From an optimization exercise on the open Yosys and OpenROAD flow, aimed at small area, a short achievable clock period and few clock cycles per item; shortcuts taken in it are not production practice.
Only simulation tests tie the RTL to the original design; equivalence was not proved.
Power and IR drop assume default switching activity.

==> design.v <==
package mac_array_pkg;
    localparam int STATE_W     = 2;
    localparam int SAT_LIMIT_W = 64;
    typedef enum logic [STATE_W-1:0] {
        ST_IDLE  = 2'd0,
        ST_ACCUM = 2'd1,
        ST_DRAIN = 2'd2,
        ST_HOLD  = 2'd3
    } state_e;
    function automatic logic [SAT_LIMIT_W-1:0] sat_limit(input int unsigned acc_width,
                                                          input logic        negative);
        logic [SAT_LIMIT_W-1:0] lim;
        if (negative) begin
            lim = {SAT_LIMIT_W{1'b1}} << (acc_width - 32'd1);
        end else begin
            lim = ({{(SAT_LIMIT_W-1){1'b0}}, 1'b1} << (acc_width - 32'd1)) - 64'd1;
        end
        sat_limit = lim;
    endfunction
endpackage
module mac_array_lane
#(
    parameter int DATA_WIDTH   = 16,
    parameter int WEIGHT_WIDTH = 8,
    parameter int ACCUM_WIDTH  = 32
) (
    input  logic                    clk,
    input  logic                    rst,
    input  logic                    in_fire,
    input  logic                    in_first,
    input  logic [DATA_WIDTH-1:0]   in_data,
    input  logic [WEIGHT_WIDTH-1:0] in_weight,
    output logic [ACCUM_WIDTH-1:0]  acc,
    output logic                    sat
);
    localparam int PROD_WIDTH = DATA_WIDTH + WEIGHT_WIDTH;
    logic signed [PROD_WIDTH-1:0]  prod_d, prod_q;
    logic                          s1_valid_d, s1_valid_q;
    logic                          s1_first_d, s1_first_q;
    logic signed [ACCUM_WIDTH-1:0] prod_ext_s;
    logic signed [ACCUM_WIDTH-1:0] acc_d, acc_q;
    always_comb begin
        s1_valid_d = in_fire;
        if (in_fire) begin
            prod_d     = PROD_WIDTH'($signed(in_data)) * PROD_WIDTH'($signed(in_weight));
            s1_first_d = in_first;
        end else begin
            prod_d     = prod_q;
            s1_first_d = s1_first_q;
        end
    end
    localparam logic [mac_array_pkg::SAT_LIMIT_W-1:0] SAT_MAX_W = mac_array_pkg::sat_limit(ACCUM_WIDTH, 1'b0);
    localparam logic [mac_array_pkg::SAT_LIMIT_W-1:0] SAT_MIN_W = mac_array_pkg::sat_limit(ACCUM_WIDTH, 1'b1);
    localparam logic [ACCUM_WIDTH-1:0] SAT_MAX   = SAT_MAX_W[ACCUM_WIDTH-1:0];
    localparam logic [ACCUM_WIDTH-1:0] SAT_MIN   = SAT_MIN_W[ACCUM_WIDTH-1:0];
    logic [ACCUM_WIDTH:0] sum_g_s;
    logic                 sat_d, sat_q;
    always_comb begin
        prod_ext_s = ACCUM_WIDTH'(prod_q);
        sum_g_s    = {acc_q[ACCUM_WIDTH-1], acc_q} + {prod_ext_s[ACCUM_WIDTH-1], prod_ext_s};
        if (!s1_valid_q) begin
            acc_d = acc_q;
            sat_d = sat_q;
        end else if (s1_first_q) begin
            acc_d = prod_ext_s;
            sat_d = 1'b0;
        end else if (sum_g_s[ACCUM_WIDTH] != sum_g_s[ACCUM_WIDTH-1]) begin
            acc_d = sum_g_s[ACCUM_WIDTH] ? SAT_MIN : SAT_MAX;
            sat_d = 1'b1;
        end else begin
            acc_d = sum_g_s[ACCUM_WIDTH-1:0];
            sat_d = sat_q;
        end
    end
    always_ff @(posedge clk) begin
        if (rst) begin
            sat_q <= 1'b0;
        end else begin
            sat_q <= sat_d;
        end
    end
    assign sat = sat_q;
    always_ff @(posedge clk) begin
        if (rst) begin
            prod_q     <= {PROD_WIDTH{1'b0}};
            s1_valid_q <= 1'b0;
            s1_first_q <= 1'b0;
            acc_q      <= {ACCUM_WIDTH{1'b0}};
        end else begin
            prod_q     <= prod_d;
            s1_valid_q <= s1_valid_d;
            s1_first_q <= s1_first_d;
            acc_q      <= acc_d;
        end
    end
    assign acc = acc_q;
endmodule
module mac_array
#(
    parameter int DATA_WIDTH   = 16,
    parameter int WEIGHT_WIDTH = 8,
    parameter int ACCUM_WIDTH  = 32,
    parameter int LANES        = 4,
    parameter int LEN_WIDTH    = 8
) (
    input  logic                          clk,
    input  logic                          rst,
    input  logic [LEN_WIDTH-1:0]          cfg_len_m1,
    input  logic                          in_valid,
    output logic                          in_ready,
    input  logic [LANES*DATA_WIDTH-1:0]   in_data,
    input  logic [LANES*WEIGHT_WIDTH-1:0] in_weight,
    output logic                          out_valid,
    input  logic                          out_ready,
    output logic [LANES*ACCUM_WIDTH-1:0]  out_accum,
    output logic [LANES-1:0]              out_sat
);
    mac_array_pkg::state_e               state_d, state_q;
    logic [LEN_WIDTH-1:0] len_d, len_q;
    logic [LEN_WIDTH-1:0] cnt_d, cnt_q;
    logic                 s1_last_d, s1_last_q;
    logic                 in_ready_d, in_ready_q;
    logic                 out_valid_d, out_valid_q;
    logic                 in_fire_s;
    logic                 first_s;
    always_ff @(posedge clk) begin
        if (rst) begin
            state_q <= mac_array_pkg::ST_IDLE;
        end else begin
            state_q <= state_d;
        end
    end
    always_comb begin
        in_fire_s = in_valid && in_ready_q;
        first_s   = (state_q == mac_array_pkg::ST_IDLE);
        state_d   = state_q;
        len_d     = len_q;
        cnt_d     = cnt_q;
        s1_last_d = 1'b0;
        case (state_q)
            mac_array_pkg::ST_IDLE: begin
                if (in_fire_s) begin
                    len_d     = cfg_len_m1;
                    cnt_d     = LEN_WIDTH'(1);
                    s1_last_d = (cfg_len_m1 == {LEN_WIDTH{1'b0}});
                    state_d   = s1_last_d ? mac_array_pkg::ST_DRAIN : mac_array_pkg::ST_ACCUM;
                end else begin
                    state_d = mac_array_pkg::ST_IDLE;
                end
            end
            mac_array_pkg::ST_ACCUM: begin
                if (in_fire_s) begin
                    cnt_d = cnt_q + LEN_WIDTH'(1);
                    if (cnt_q == len_q) begin
                        s1_last_d = 1'b1;
                        state_d   = mac_array_pkg::ST_DRAIN;
                    end else begin
                        state_d = mac_array_pkg::ST_ACCUM;
                    end
                end else begin
                    state_d = mac_array_pkg::ST_ACCUM;
                end
            end
            mac_array_pkg::ST_DRAIN: begin
                if (s1_last_q) begin
                    state_d = mac_array_pkg::ST_HOLD;
                end else begin
                    state_d = mac_array_pkg::ST_DRAIN;
                end
            end
            mac_array_pkg::ST_HOLD: begin
                if (out_valid_q && out_ready) begin
                    state_d = mac_array_pkg::ST_IDLE;
                end else begin
                    state_d = mac_array_pkg::ST_HOLD;
                end
            end
            default: begin
                state_d = mac_array_pkg::ST_IDLE;
            end
        endcase
    end
    always_comb begin
        in_ready_d  = (state_d == mac_array_pkg::ST_IDLE) || (state_d == mac_array_pkg::ST_ACCUM);
        out_valid_d = (state_d == mac_array_pkg::ST_HOLD);
    end
    always_ff @(posedge clk) begin
        if (rst) begin
            len_q       <= {LEN_WIDTH{1'b0}};
            cnt_q       <= {LEN_WIDTH{1'b0}};
            s1_last_q   <= 1'b0;
            in_ready_q  <= 1'b0;
            out_valid_q <= 1'b0;
        end else begin
            len_q       <= len_d;
            cnt_q       <= cnt_d;
            s1_last_q   <= s1_last_d;
            in_ready_q  <= in_ready_d;
            out_valid_q <= out_valid_d;
        end
    end
    assign in_ready  = in_ready_q;
    assign out_valid = out_valid_q;
    for (genvar g = 0; g < LANES; g++) begin : g_lane
        mac_array_lane #(
            .DATA_WIDTH  (DATA_WIDTH),
            .WEIGHT_WIDTH(WEIGHT_WIDTH),
            .ACCUM_WIDTH (ACCUM_WIDTH)
        ) u_lane (
            .clk      (clk),
            .rst      (rst),
            .in_fire  (in_fire_s),
            .in_first (first_s),
            .in_data  (in_data[g*DATA_WIDTH +: DATA_WIDTH]),
            .in_weight(in_weight[g*WEIGHT_WIDTH +: WEIGHT_WIDTH]),
            .acc      (out_accum[g*ACCUM_WIDTH +: ACCUM_WIDTH]),
            .sat      (out_sat[g])
        );
    end
endmodule
module mac_array_top (
    input  logic         clk,
    input  logic         rst,
    input  logic [7:0]   cfg_len_m1,
    input  logic         in_valid,
    output logic         in_ready,
    input  logic [127:0] in_data,
    input  logic [63:0]  in_weight,
    output logic         out_valid,
    input  logic         out_ready,
    output logic [191:0] out_accum,
    output logic [7:0]   out_sat
);
    mac_array #(
        .DATA_WIDTH  (16),
        .WEIGHT_WIDTH(8),
        .ACCUM_WIDTH (24),
        .LANES       (8),
        .LEN_WIDTH   (8)
    ) u_mac_array (
        .clk       (clk),
        .rst       (rst),
        .cfg_len_m1(cfg_len_m1),
        .in_valid  (in_valid),
        .in_ready  (in_ready),
        .in_data   (in_data),
        .in_weight (in_weight),
        .out_valid (out_valid),
        .out_ready (out_ready),
        .out_accum (out_accum),
        .out_sat   (out_sat)
    );
endmodule
==> run.sh <==
#!/bin/bash
# synth_recipe.tcl (not shown) runs the flow's synth.tcl, then flattens the netlist and writes it again
# the make line also repeats each setting of config.mk as NAME=value (left out here)
make -C /OpenROAD-flow-scripts/flow DESIGN_CONFIG=/design/flow/config.mk WORK_HOME=/design/flow/orfs CLKGATE_MAP_FILE= SYNTH_SCRIPT=/design/flow/synth_recipe.tcl finish
==> config.mk <==
export PLATFORM = sky130hd
export DESIGN_NAME = mac_array_top
export DESIGN_NICKNAME = mac_array_top
export VERILOG_FILES = /design/flow/design.v
export SDC_FILE = /design/flow/constraint.sdc
export NUM_CORES = 4
export LEC_CHECK = 0
export CAP_MARGIN = 20
export CORE_MARGIN = 2
export CORE_UTILIZATION = 40
export SLEW_MARGIN = 20
==> constraint.sdc <==
create_clock -name core_clock -period 5.5 [get_ports {clk}]
set_input_delay 1.1000 -clock core_clock [delete_from_list [all_inputs] [get_ports {clk}]]
set_output_delay 1.1000 -clock core_clock [all_outputs]
set_load 0.01 [all_outputs]
==> impl_metrics.py <==
metrics = {
    "status": {
        "status": "complete, no violations",
    },
    "critical_path": {
        "crit_type": "in2reg",
        "worst-endpoint-required_ns": 6.08,
        "cp_cell_sequence": "clkdlybuf4s50_1 -> inv_1 -> buf_4 -> buf_4 -> buf_4 -> nor2_1 -> fa_1 -> fa_1 -> fa_1 -> inv_1 -> fa_1 -> inv_1 -> ha_1 -> or2_2 -> a21oi_1 -> a211oi_4 -> o31ai_2 -> xnor2_1 -> nand2_1 -> a21oi_1",
        "cp_max_fo": 8,
        "end_kind": "flop",
        "cp_slowest_stage_delay_ns": 0.50,
        "cp_slowest_cell": "clkdlybuf4s50_1",
        "cp_common_cell": "fa_1",
        "crit_arrival_ns": 5.97,
        "critPathBufInv": 7,
        "crit_family": "adder cells",
        "cp-start-kind": "primary input",
        "rrSetupSlack_ns": 1.26,
    },
    "die": {
        "dieArea_um2": 155600,
        "pin_count": 406,
        "design.core.area_um2": 151700,
        "initial_core_util_pct": 40.20,
        "die_w_um": 394.5,
        "die_h_um": 394.5,
        "row_count": 143,
    },
    "cts": {
        "cts_buffer_depth": 3,
        "cts_num_sinks": 415,
        "cts_buffers": 54,
        "cts_tree": "done",
        "clockRootBuffer": "clkbuf_16",
        "insertion_delay_ns": 0.68,
        "cts_hold_buf": 0,
        "htreeDepth": 2,
        "path_clk_slew_ns": 0.06,
    },
    "place": {
        "dpl-instance-area_um2": 71810,
        "hpwl_um": 142700,
        "gp_congestion": 0.8980,
        "port_buffers": 405,
    },
    "logic_synthesis": {
        "synth_async_sr_flop_share_pct": 0,
        "syn_inst": 7321,
        "synth_nets": 8910,
        "synth_area_leaders": "fa_1 27%, dfxtp_1 14%, ha_1 11%, and2_1 7.3%, inv_1 7.1%",
        "ys.flop_type": "dfxtp_1",
        "synth_seq_cells": 415,
        "yosysTopAreaCellShare_pct": 27.31,
        "synth_seq_area_share_pct": 13.62,
        "synth-edff-count": 0,
        "ys_types": 98,
        "synth.avg_cell_area_um2": 8.331,
        "yosysTopAreaCell": "fa_1",
        "yosysWarnings": 2,
        "syn-cell-area_um2": 60990,
    },
    "timing": {
        "tns_ns": 0,
        "fin_crit_sh_pct": 97.85,
        "period_needed_ns": 5.382,
        "final_hold_viol_count": 0,
        "timing.fmax_ghz": 0.1858,
        "slew_violations": 0,
        "skew_ns": 0.04061,
        "max_slew_margin_pct": 25.85,
        "tightest_slew_ns": 1.107,
        "finalSetupViolCount": 0,
        "whs_ns": 0.4590,
    },
    "route": {
        "wl_per_cell_um": 17.05,
        "vias": 52890,
        "drtPass1Iterations": 6,
        "routed_wl_um": 175200,
        "drc_errors": 0,
        "drt-initial-drc-count": 2637,
        "detail-route-antenna-nets": 0,
        "viasPerCell": 5.147,
    },
    "job": {
        "max-cap-violations": 0,
    },
    "final_layout": {
        "area_growth_pct": 21.84,
        "nNetsFinal": 9790,
        "fill_cells": 14750,
        "final_cell_area_um2": 74310,
        "layout-drive-gt1-share_pct": 11.39,
    },
    "global_route": {
        "gr-usage-all-layers_pct": 22.48,
        "antenna_found_initial": 5,
        "grt_pass1_wl_um": 285200,
        "grt_pass1_vias": 54460,
        "grt_max_degree": 114,
        "overflow": 0,
    },
    "power": {
        "power_density_nw_per_um2": 396.8,
        "p_leak_nw": 35.86,
        "vdd_drop_max_v": 0.0003396,
        "total_power_mw": 29.48,
    },
    "min_path": {
        "hold_path.class": "reg2reg",
    },
}
area by class of cell:
class	count	area, um^2	share of cell area [%]
diodes	1	2.502	0.003368
repair buffers	1084	9449	12.72
multi-input cells	5485	47690	64.18
inverters	1161	4368	5.878
well taps	2030	2540	3.418
clock inverters	25	389.1	0.5237
clock buffers	74	1556	2.095
flip-flops and latches	415	8313	11.19
cell usage after synthesis (29+ instances only):
| cell | instances |
|---|---|
| o21ai_0 | 316 |
| xor2_1 | 82 |
| or3_1 | 45 |
| o21ai_1 | 45 |
| o211ai_1 | 36 |
| inv_1 | 1159 |
| nor2_1 | 345 |
| o21bai_1 | 37 |
| ha_1 | 553 |
| o22ai_1 | 69 |
| a21o_1 | 141 |
| nor2b_1 | 52 |
| a211oi_1 | 111 |
| o21a_1 | 50 |
| and2_1 | 716 |
| and3_1 | 29 |
| dfxtp_1 | 415 |
| clkbuf_1 | 210 |
| nand2b_1 | 48 |
| nor3_1 | 75 |
| fa_1 | 832 |
| nand2_1 | 749 |
| xnor2_1 | 234 |
| a31oi_1 | 47 |
| nand3_1 | 103 |
| a21oi_1 | 455 |
per-layer routing:
layer | share of wire, % | vias to the layer above | track usage (%)
li1 | - | 25540 | -
met1 | 44 | 26130 | 28.92
met2 | 48 | 1002 | 38.42
met3 | 6.0 | 213 | 4.587
met4 | 2.6 | 0 | 5.657
met5 | 0 | - | 0
logic make-up (layout without fill, tap and decap cells):
| kind of cell | Yosys count | after routing | share of synthesized area [%] |
|---|---|---|---|
| and+or+nand+nor | 2271 | 2271 | 18.62 |
| AOI/OAI and AO/OA | 1499 | 1499 | 15.44 |
| buffers and inverters | 1421 | 2344 | 8.881 |
| adders and majority gates | 1387 | 1387 | 38.69 |
| DFF | 415 | 415 | 13.62 |
| xor gates and xnor gates | 316 | 316 | 4.538 |
| muxes | 12 | 12 | 0.2195 |
| other | 0 | 1 | 0 |
power breakdown:
| part | internal [mW] | switching (mW) | total [mW] |
|---|---|---|---|
| logic | 10.7 | 10.8 | 21.4 |
| clock network | 2.36 | 1.54 | 3.90 |
| registers | 3.57 | 0.572 | 4.14 |
| total | 16.6 | 12.9 | 29.5 |
what timing repair did:
| action | in CTS | in global routing |
|---|---|---|
| pin swaps | 2 | 48 |
| endpoints found under the setup margin | 9 | 55 |
| buffers inserted | 0 | 7 |
| resized for setup | 27 | 181 |
cell usage in the layout (no fill, tap or decap), drive strengths merged, types with 12 or more instances in the layout:
cell type / count
or3: 45
a31oi: 48
ha: 553
nand2b: 48
nand4: 28
clkinv: 14
clkdlybuf4s50: 304
buf: 680
o21bai: 37
nor4: 14
a211o: 12
nand3: 103
or2: 18
a21boi: 12
a21oi: 476
o22ai: 69
xor2: 82
dfxtp: 415
o211ai: 38
o31ai: 16
nand2: 749
dlymetal6s2s: 80
a21o: 141
o21ai: 366
o21a: 50
inv: 1162
nor2: 347
and2: 717
a211oi: 113
clkbuf: 80
and3: 30
dlygate4sd2: 14
nor3: 75
fa: 832
nor2b: 52
xnor2: 234
through the flow:
stage,setup slack (ns),utilization (%),cells
floorplan,-0.06276,-,7321
global placement,-0.7286,47.33,10170
detailed placement,-0.9050,47.33,10170
CTS,-0.00008038,48.59,10270
global route,-0.06946,48.98,10280
finish,0.1181,48.98,10280
worst register-to-register path, cell delays in order (launching register included):
cell	delay (ns)
dfxtp_1	0.39
ha_1	0.23
inv_1	0.07
fa_1	0.38
nand2b_1	0.19
a21oi_1	0.33
o41ai_1	0.18
a31oi_1	0.35
o221ai_1	0.27
o211ai_1	0.36
nor4b_1	0.15
a21oi_4	0.86
a31oi_1	0.20
o21ai_0	0.21
worst paths after layout:
| check | from | to | cells after the start |
|---|---|---|---|
| setup reg to reg | u_mac_array.g_lane[1].u_lane.acc_q[0] | u_mac_array.g_lane[1].u_lane.acc_q[2] | 13 |
| hold / removal | u_mac_array.g_lane[1].u_lane.sat_q | u_mac_array.g_lane[1].u_lane.sat_q | 1 |
| setup / recovery | in_weight[39] | u_mac_array.g_lane[4].u_lane.prod_q[22] | 20 |
| hold reg to reg | u_mac_array.g_lane[1].u_lane.sat_q | u_mac_array.g_lane[1].u_lane.sat_q | 1 |
registers in the layout, summed over array words and instances (netlist names):
name and count:
u_mac_array.g_lane.u_lane.sat_q 8, u_mac_array.g_lane.u_lane.s1_valid_q 1, u_mac_array.cnt_q 8, u_mac_array.len_q 8, u_mac_array.in_ready_q 1, u_mac_array.g_lane.u_lane.prod_q 192, u_mac_array.s1_last_q 1, u_mac_array.out_valid_q 1
u_mac_array.state_q 2, u_mac_array.g_lane.u_lane.s1_first_q 1, u_mac_array.g_lane.u_lane.acc_q 192
Testbench counts, summed over its fixed seeds: cycles 33,763, items 3,200.

-- re-timing with driven ports --
The results above use ideal ports. As a check the final layout listed here was re-extracted and re-timed, cells and wires unchanged.
Step 1, drivers: a clkbuf_16 drives clk and a buf_2 each remaining input, both assumed.
Step 2 also shifts input and output timing later by t, the mid clock arrival at the registers, as if the neighbouring blocks saw the same clock.
a / b / c = no drivers / after step 1 / after step 2; a / b = the first two.
t (ns): 0.726
setup slack, ns: 0.118 / 0.165 / -0.561
slew at the worst register clock pin (ns): 0.06 / 0.06
With both steps, setup timing fails in this run, where it was met with ideal ports. For this run, drivers alone change the setup slack by +0.047 ns; drivers and shift together by -0.679 ns.
